This is an optimization exercise on Yosys and OpenROAD, whose aim is small area, a short achievable clock period and few clock cycles per item, not a production implementation.
RTL that was checked went through simulation tests only; none was proved equivalent to the original.

==> run G: inputs <==
Design frac_sad_search, start of the top module:
module frac_sad_search #(
    parameter int WIDTH     = 8,
    parameter int HEIGHT    = 8,
    parameter int BITDEPTH  = 8,
    parameter int TAPS      = 8,
    parameter int HALF_TAPS = 3,
    parameter int SAD_W     = 14
) (
    input  logic                             clk,
    input  logic                             reset,
    input  logic                             in_valid,
    output logic                             in_ready,
    input  logic [(WIDTH+TAPS)*BITDEPTH-1:0] filter_pix,
    input  logic [WIDTH*BITDEPTH-1:0]        ref_pix,
    output logic                             out_valid,
    input  logic                             out_ack,
    output logic [SAD_W-1:0]                 sad_int,
    output logic [SAD_W-1:0]                 sad_h,
    output logic [SAD_W-1:0]                 sad_v,
    output logic [1:0]                       best_mode,
    output logic [SAD_W-1:0]                 best_sad
);
==> flow/config.mk <==
export PLATFORM = sky130hd
export DESIGN_NAME = frac_sad_search
export DESIGN_NICKNAME = frac_sad_search
export VERILOG_FILES = /design/flow/design.v
export SDC_FILE = /design/flow/constraint.sdc
export NUM_CORES = 4
export LEC_CHECK = 0
export CAP_MARGIN = 30
export CORE_MARGIN = 2
export CORE_UTILIZATION = 40
export CTS_BUF_LIST = sky130_fd_sc_hd__clkbuf_8 sky130_fd_sc_hd__clkbuf_16
export CTS_CLUSTER_DIAMETER = 60
export CTS_CLUSTER_SIZE = 20
export SLEW_MARGIN = 40
==> flow/constraint.sdc <==
create_clock -name core_clock -period 12.0 [get_ports {clk}]
set_input_delay 2.4000 -clock core_clock [delete_from_list [all_inputs] [get_ports {clk}]]
set_output_delay 2.4000 -clock core_clock [all_outputs]
set_load 0.01 [all_outputs]
standard.sh (not shown) runs the stock make flow with config.mk's settings and CLKGATE_MAP_FILE= SYNTH_SCRIPT=/design/flow/synth_recipe.tcl, a recipe that flattens the netlist after the stock synthesis.
==> flow/flow/run.sh <==
#!/bin/bash
# Standard layout (the standard.sh, unchanged synthesis), with port buffers of
# type buf_2 and timing repair aimed at a tighter setup margin.
bash standard.sh SETUP_SLACK_MARGIN=8 'BUFFER_PORTS_ARGS=-buffer_cell sky130_fd_sc_hd__buf_2' finish > standard.log 2>&1
==> run P (differences from run G) <==
==> flow/flow/run.sh (replaced) <==
#!/bin/bash
# Standard layout (the standard.sh, unchanged synthesis), with port buffers of
# type buf_2 and timing repair aimed at a tighter setup margin.
bash standard.sh SETUP_SLACK_MARGIN=8.2 'BUFFER_PORTS_ARGS=-buffer_cell sky130_fd_sc_hd__buf_2' finish > standard.log 2>&1
CAP_MARGIN = 50   (was 30)
SLEW_MARGIN = 75   (was 40)
==> run X (differences from run G) <==
CAP_MARGIN = 50   (was 30)
SLEW_MARGIN = 75   (was 40)
==> summary of the runs <==
The highest core utilization belongs to run P, the lowest to run G. In run X the sequential share of layout area is lower than in run G, by 0.44 points. Between run P and run X, the lower final area is in run X (gap 2.5%, measured against run X). Hold slack, lowest first: run P, run X, run G.
Testbench counts of run G, summed over its fixed seeds: cycles 15,408, blocks 1,024.
Testbench counts of run P, summed over its fixed seeds: cycles 15,408, blocks 1,024.
Testbench counts of run X, summed over its fixed seeds: cycles 15,408, blocks 1,024.

---

==> exp/cedar: inputs <==
frac_sad_search, a different RTL version from the one above (not shown whole).
export LEC_CHECK = 0
export CAP_MARGIN = 50
export CORE_MARGIN = 2
export CORE_UTILIZATION = 40
export CTS_BUF_LIST = sky130_fd_sc_hd__clkbuf_16
export CTS_CLUSTER_DIAMETER = 80
export CTS_CLUSTER_SIZE = 30
export SLEW_MARGIN = 75
create_clock -name core_clock -period 12.0 [get_ports {clk}]
==> flow/flow/run.sh <==
#!/bin/bash
# Standard layout (the standard.sh, unchanged synthesis), with port buffers of
# type buf_1 and timing repair aimed at a tighter setup margin.
bash standard.sh SETUP_SLACK_MARGIN=8 'BUFFER_PORTS_ARGS=-buffer_cell sky130_fd_sc_hd__buf_1' finish > standard.log 2>&1
==> inputs of exp/willow, as changes to exp/cedar <==
==> flow/flow/run.sh (replaced) <==
#!/bin/bash
# Standard layout (the standard.sh, unchanged synthesis), with port buffers of
# type buf_2, timing repair aimed at a tighter setup margin, and resizing not tied
# to cell footprints.
bash standard.sh SETUP_SLACK_MARGIN=8 MATCH_CELL_FOOTPRINT=0 'BUFFER_PORTS_ARGS=-buffer_cell sky130_fd_sc_hd__buf_2' finish > standard.log 2>&1
==> flow/config.mk (replaced) <==
export PLATFORM = sky130hd
export DESIGN_NAME = frac_sad_search
export DESIGN_NICKNAME = frac_sad_search
export VERILOG_FILES = /design/flow/design.v
export SDC_FILE = /design/flow/constraint.sdc
export NUM_CORES = 4
export LEC_CHECK = 0
export CAP_MARGIN = 50
export CORE_MARGIN = 2
export CORE_UTILIZATION = 55
export CTS_BUF_LIST = sky130_fd_sc_hd__clkbuf_8 sky130_fd_sc_hd__clkbuf_16
export CTS_CLUSTER_DIAMETER = 60
export CTS_CLUSTER_SIZE = 20
export PLACE_DENSITY = 0.7
export SLEW_MARGIN = 75
==> inputs of exp/garnet, as changes to exp/cedar <==
==> flow/run.sh (new file) <==
#!/bin/bash
# synth_recipe.tcl (not shown) runs the flow's synth.tcl, then flattens the netlist and writes it again
# the make line also repeats each setting of config.mk as NAME=value (left out here)
make -C /OpenROAD-flow-scripts/flow DESIGN_CONFIG=/design/flow/config.mk WORK_HOME=/design/flow/orfs CLKGATE_MAP_FILE= SYNTH_SCRIPT=/design/flow/synth_recipe.tcl finish
==> flow/config.mk (replaced) <==
export PLATFORM = sky130hd
export DESIGN_NAME = frac_sad_search
export DESIGN_NICKNAME = frac_sad_search
export VERILOG_FILES = /design/flow/design.v
export SDC_FILE = /design/flow/constraint.sdc
export NUM_CORES = 4
export LEC_CHECK = 0
export CAP_MARGIN = 50
export CORE_MARGIN = 2
export CORE_UTILIZATION = 40
export CTS_BUF_LIST = sky130_fd_sc_hd__clkbuf_8 sky130_fd_sc_hd__clkbuf_16
export CTS_CLUSTER_DIAMETER = 60
export CTS_CLUSTER_SIZE = 20
export SLEW_MARGIN = 75
removed: flow/flow/run.sh
removed: flow/standard.sh
==> inputs of exp/fjord, as changes to exp/cedar <==
--- a/flow/design.v
+++ b/flow/design.v
@@ -89,94 +89,93 @@
     logic [9:0] vx [WIDTH], vy [WIDTH], hx [WIDTH], hy [WIDTH];
     logic       vc [WIDTH], hc [WIDTH];
     for (genvar x = 0; x < WIDTH; x++) begin : g_filt
         fsad_filt_cs u_v (.p(vcol[x]), .hx(vx[x]), .hy(vy[x]), .c6(vc[x]));
         fsad_filt_cs u_h (.p(hrow[x*BD +: TAPS*BD]), .hx(hx[x]), .hy(hy[x]), .c6(hc[x]));
     end
-    logic [BD:0] di [WIDTH];
-    always_comb begin
-        for (int x = 0; x < WIDTH; x++) begin
-            logic [BD:0] t;
-            t = {1'b0, wc[3][x*BD +: BD]} - {1'b0, ref_q[x*BD +: BD]};
-            di[x] = {t[BD], t[BD-1:0] ^ {BD{t[BD]}}};
-        end
-    end
     logic [9:0]    s1vx [WIDTH], s1vy [WIDTH], s1hx [WIDTH], s1hy [WIDTH];
     logic          s1vc [WIDTH], s1hc [WIDTH];
-    logic [BD:0]   s1i [WIDTH];
-    logic [BD-1:0] s1c [WIDTH];
+    logic [BD-1:0] s1i [WIDTH], s1c [WIDTH];
     logic          v1_q, f1_q, l1_q;
     always_ff @(posedge clk) begin
         for (int x = 0; x < WIDTH; x++) begin
             s1vx[x] <= vx[x];
             s1vy[x] <= vy[x];
             s1vc[x] <= vc[x];
             s1hx[x] <= hx[x];
             s1hy[x] <= hy[x];
             s1hc[x] <= hc[x];
-            s1i[x]  <= di[x];
+            s1i[x]  <= wc[3][x*BD +: BD];
             s1c[x]  <= ref_q[x*BD +: BD];
         end
         f1_q <= f0_q;
         l1_q <= l0_q;
     end
     always_ff @(posedge clk) begin
         if (reset) v1_q <= 1'b0;
         else       v1_q <= v0_q && c0_q;
     end
-    logic [BD:0] dv [WIDTH], dh [WIDTH];
-    for (genvar x = 0; x < WIDTH; x++) begin : g_diff
-        fsad_filt_diff u_v (.hx(s1vx[x]), .hy(s1vy[x]), .c6(s1vc[x]), .c(s1c[x]), .e(dv[x]));
-        fsad_filt_diff u_h (.hx(s1hx[x]), .hy(s1hy[x]), .c6(s1hc[x]), .c(s1c[x]), .e(dh[x]));
-    end
-    logic [RSW-1:0] rix, riy;
-    fsad_rowsum_cs u_ri (.e0(s1i[0]), .e1(s1i[1]), .e2(s1i[2]), .e3(s1i[3]),
-                         .e4(s1i[4]), .e5(s1i[5]), .e6(s1i[6]), .e7(s1i[7]), .rx(rix), .ry(riy));
-    logic [BD:0]    s2v [WIDTH], s2h [WIDTH];
-    logic [RSW-1:0] r2ix, r2iy;
+    logic [BD-1:0] fv [WIDTH], fh [WIDTH];
+    for (genvar x = 0; x < WIDTH; x++) begin : g_fin
+        fsad_filt_fin u_v (.hx(s1vx[x]), .hy(s1vy[x]), .c6(s1vc[x]), .f(fv[x]));
+        fsad_filt_fin u_h (.hx(s1hx[x]), .hy(s1hy[x]), .c6(s1hc[x]), .f(fh[x]));
+    end
+    logic [BD:0] dv [WIDTH], dh [WIDTH], di [WIDTH];
+    always_comb begin
+        for (int x = 0; x < WIDTH; x++) begin
+            logic [BD:0] t;
+            t = {1'b0, fv[x]} - {1'b0, s1c[x]};
+            dv[x] = {t[BD], t[BD-1:0] ^ {BD{t[BD]}}};
+            t = {1'b0, fh[x]} - {1'b0, s1c[x]};
+            dh[x] = {t[BD], t[BD-1:0] ^ {BD{t[BD]}}};
+            t = {1'b0, s1i[x]} - {1'b0, s1c[x]};
+            di[x] = {t[BD], t[BD-1:0] ^ {BD{t[BD]}}};
+        end
+    end
+    logic [BD:0] s2v [WIDTH], s2h [WIDTH], s2i [WIDTH];
     logic        v2_q, f2_q, l2_q;
     always_ff @(posedge clk) begin
         for (int x = 0; x < WIDTH; x++) begin
             s2v[x] <= dv[x];
             s2h[x] <= dh[x];
+            s2i[x] <= di[x];
         end
-        r2ix <= rix;
-        r2iy <= riy;
         f2_q <= f1_q;
         l2_q <= l1_q;
     end
     always_ff @(posedge clk) begin
         if (reset) v2_q <= 1'b0;
         else       v2_q <= v1_q;
     end
-    logic [RSW-1:0] rhx, rhy, rvx, rvy;
+    logic [RSW-1:0] rix, riy, rhx, rhy, rvx, rvy;
+    fsad_rowsum_cs u_ri (.e0(s2i[0]), .e1(s2i[1]), .e2(s2i[2]), .e3(s2i[3]),
+                         .e4(s2i[4]), .e5(s2i[5]), .e6(s2i[6]), .e7(s2i[7]), .rx(rix), .ry(riy));
     fsad_rowsum_cs u_rh (.e0(s2h[0]), .e1(s2h[1]), .e2(s2h[2]), .e3(s2h[3]),
                          .e4(s2h[4]), .e5(s2h[5]), .e6(s2h[6]), .e7(s2h[7]), .rx(rhx), .ry(rhy));
     fsad_rowsum_cs u_rv (.e0(s2v[0]), .e1(s2v[1]), .e2(s2v[2]), .e3(s2v[3]),
                          .e4(s2v[4]), .e5(s2v[5]), .e6(s2v[6]), .e7(s2v[7]), .rx(rvx), .ry(rvy));
-    logic [RSW-1:0] r3hx, r3hy, r3vx, r3vy;
+    logic [RSW-1:0] r3ix, r3iy, r3hx, r3hy, r3vx, r3vy;
     logic           v3_q, f3_q, l3_q;
     always_ff @(posedge clk) begin
+        r3ix <= rix;
+        r3iy <= riy;
         r3hx <= rhx;
         r3hy <= rhy;
         r3vx <= rvx;
         r3vy <= rvy;
         f3_q <= f2_q;
         l3_q <= l2_q;
     end
     always_ff @(posedge clk) begin
         if (reset) v3_q <= 1'b0;
         else       v3_q <= v2_q;
     end
-    logic [SAD_W-1:0] acc_i;
-    always_ff @(posedge clk) begin
-        if (v2_q) acc_i <= (f2_q ? '0 : acc_i) + SAD_W'(r2ix) + SAD_W'(r2iy);
-    end
-    logic [SAD_W-1:0] acc_h, acc_v;
+    logic [SAD_W-1:0] acc_i, acc_h, acc_v;
     always_ff @(posedge clk) begin
         if (v3_q) begin
+            acc_i <= (f3_q ? '0 : acc_i) + SAD_W'(r3ix) + SAD_W'(r3iy);
             acc_h <= (f3_q ? '0 : acc_h) + SAD_W'(r3hx) + SAD_W'(r3hy);
             acc_v <= (f3_q ? '0 : acc_v) + SAD_W'(r3vx) + SAD_W'(r3vy);
         end
     end
     always_ff @(posedge clk) begin
         if (reset) fin_q <= 1'b0;
@@ -438,28 +437,20 @@
     wire [15:0] y = {1'b0, 1'b0, ~n218, ~n217, ~n215, ~n213, ~n211, ~n209, ~n207, ~n205, ~n203, ~n201, ~n199, ~n197, ~n195, ~n193};
     wire [6:0] lo = {1'b0, x[5:0] ^ 6'd63} + {1'b0, y[5:0] ^ 6'd63};
     assign hx = x[15:6];
     assign hy = y[15:6];
     assign c6 = lo[6];
 endmodule
-module fsad_filt_diff (
+module fsad_filt_fin (
     input  logic [9:0] hx,
     input  logic [9:0] hy,
     input  logic       c6,
-    input  logic [7:0] c,
-    output logic [8:0] e
+    output logic [7:0] f
 );
-    wire [9:0] x = hx ^ 10'd255;
-    wire [9:0] y = hy ^ 10'd255;
-    wire [9:0] s = x + y + {9'd0, c6} + 10'd928;
-    wire [9:0] t = x + y + {9'd0, c6} + 10'd928 - {2'd0, c};
-    always_comb begin
-        if (s[9])      e = {1'b0, c};            
-        else if (s[8]) e = {1'b0, ~c};           
-        else           e = {t[9], t[7:0] ^ {8{t[9]}}};
-    end
+    wire [9:0] s = (hx ^ 10'd255) + (hy ^ 10'd255) + {9'd0, c6} + 10'd928;
+    assign f = s[9] ? 8'd0 : s[8] ? 8'd255 : s[7:0];
 endmodule
 module fsad_rowsum_cs (
     input  logic [8:0]  e0,
     input  logic [8:0]  e1,
     input  logic [8:0]  e2,
     input  logic [8:0]  e3,
==> flow/run.sh (new file) <==
#!/bin/bash
# synth_recipe.tcl (not shown) runs the flow's synth.tcl, then flattens the netlist and writes it again
# the make line also repeats each setting of config.mk as NAME=value (left out here)
make -C /OpenROAD-flow-scripts/flow DESIGN_CONFIG=/design/flow/config.mk WORK_HOME=/design/flow/orfs CLKGATE_MAP_FILE= SYNTH_SCRIPT=/design/flow/synth_recipe.tcl finish
==> flow/config.mk (replaced) <==
export PLATFORM = sky130hd
export DESIGN_NAME = frac_sad_search
export DESIGN_NICKNAME = frac_sad_search
export VERILOG_FILES = /design/flow/design.v
export SDC_FILE = /design/flow/constraint.sdc
export NUM_CORES = 4
export LEC_CHECK = 0
export CAP_MARGIN = 20
export CORE_MARGIN = 2
export CORE_UTILIZATION = 40
export SLEW_MARGIN = 20
removed: flow/flow/run.sh
removed: flow/standard.sh
==> comparison table <==
                                                                        exp/fjord             exp/willow               exp/cedar             exp/garnet
Multiplexer share of the synthesized area                                  0.197%                 0.593%                  0.593%                 0.593%
Area of all placed cells without fillers                              0.117 sq mm            0.118 sq mm             0.119 sq mm            0.119 sq mm
Stages on the worst setup path                                                 21                     18                      19                     18
Finished Layout Cells                                                       12400                  11700                   12600                  12600
Peak per-stage delay on the critical path                                  820 ps                 610 ps                  560 ps                 440 ps
Post-synthesis simple-gate area fraction                                    4.44%                  4.65%                   4.65%                  4.65%
Result of the run                                        timing/DRC/antenna clean  timing/DRC/antenna clean  timing/DRC/antenna clean  timing/DRC/antenna clean
Number of buffers outside the clock class in the layout                       318                    574                     615                    468
Number of iterations in the first detailed-routing pass                         6                      7                       5                      6
Slowest cell on crit path                                sky130_fd_sc_hd__o21ai_0  sky130_fd_sc_hd__fa_2  sky130_fd_sc_hd__or4_4  sky130_fd_sc_hd__fa_1
Clock buffers created by TritonCTS                                            189                    141                     111                    159
Routed Wire Length                                                      258000 um              263000 um               275000 um              274000 um
Total instance count after detailed placement                               12000                  11300                   12300                  12200
Testbench counts of exp/cedar, summed over its fixed seeds: cycles 15,408, blocks 1,024.
Testbench counts of exp/willow, summed over its fixed seeds: cycles 15,408, blocks 1,024.
Testbench counts of exp/garnet, summed over its fixed seeds: cycles 15,408, blocks 1,024.
Function not checked in exp/fjord: the RTL went through the layout flow alone.

## afterwards: timing with drivers on the ports
In the flow no input, the clock included, has a driving cell. The finished layouts below were timed again as built, in two steps. Step 1 assumes that a clkbuf_16 drives the clock port and a buf_2 every other input. Step 2, shift: input delay + t, output delay - t, t = (earliest + latest rising clock arrival at the registers) / 2. This alone moves slack from input paths to output paths. Slacks: ideal ports / drivers / drivers and shift; pairs: ideal ports / drivers.
run | shift t [ns] | setup slack, ns | latest minus earliest clock arrival (ns) | slew at the worst register clock pin (ns) | worst data-port slew with drivers (ns)
run G | 0.926 | 8.044 / 7.975 / 8.044 | 0.045 / 0.045 | 0.08 / 0.08 | 0.05
run P | 0.924 | 8.076 / 7.983 / 8.108 | 0.063 / 0.063 | 0.08 / 0.08 | 0.05
run X | 0.923 | 8.064 / 7.980 / 8.064 | 0.049 / 0.049 | 0.08 / 0.08 | 0.05
exp/cedar | 0.902 | 7.932 / 7.932 / 7.932 | 0.075 / 0.075 | 0.11 / 0.11 | 0.11
exp/willow | 0.917 | 7.949 / 7.949 / 7.949 | 0.037 / 0.037 | 0.09 / 0.09 | 0.06
exp/garnet | 0.908 | 7.435 / 7.435 / 7.435 | 0.064 / 0.064 | 0.08 / 0.08 | 0.05
exp/fjord | 0.925 | 6.205 / 6.205 / 6.205 | 0.105 / 0.105 | 0.07 / 0.07 | 0.06
After both steps setup and hold are still met in every run listed.
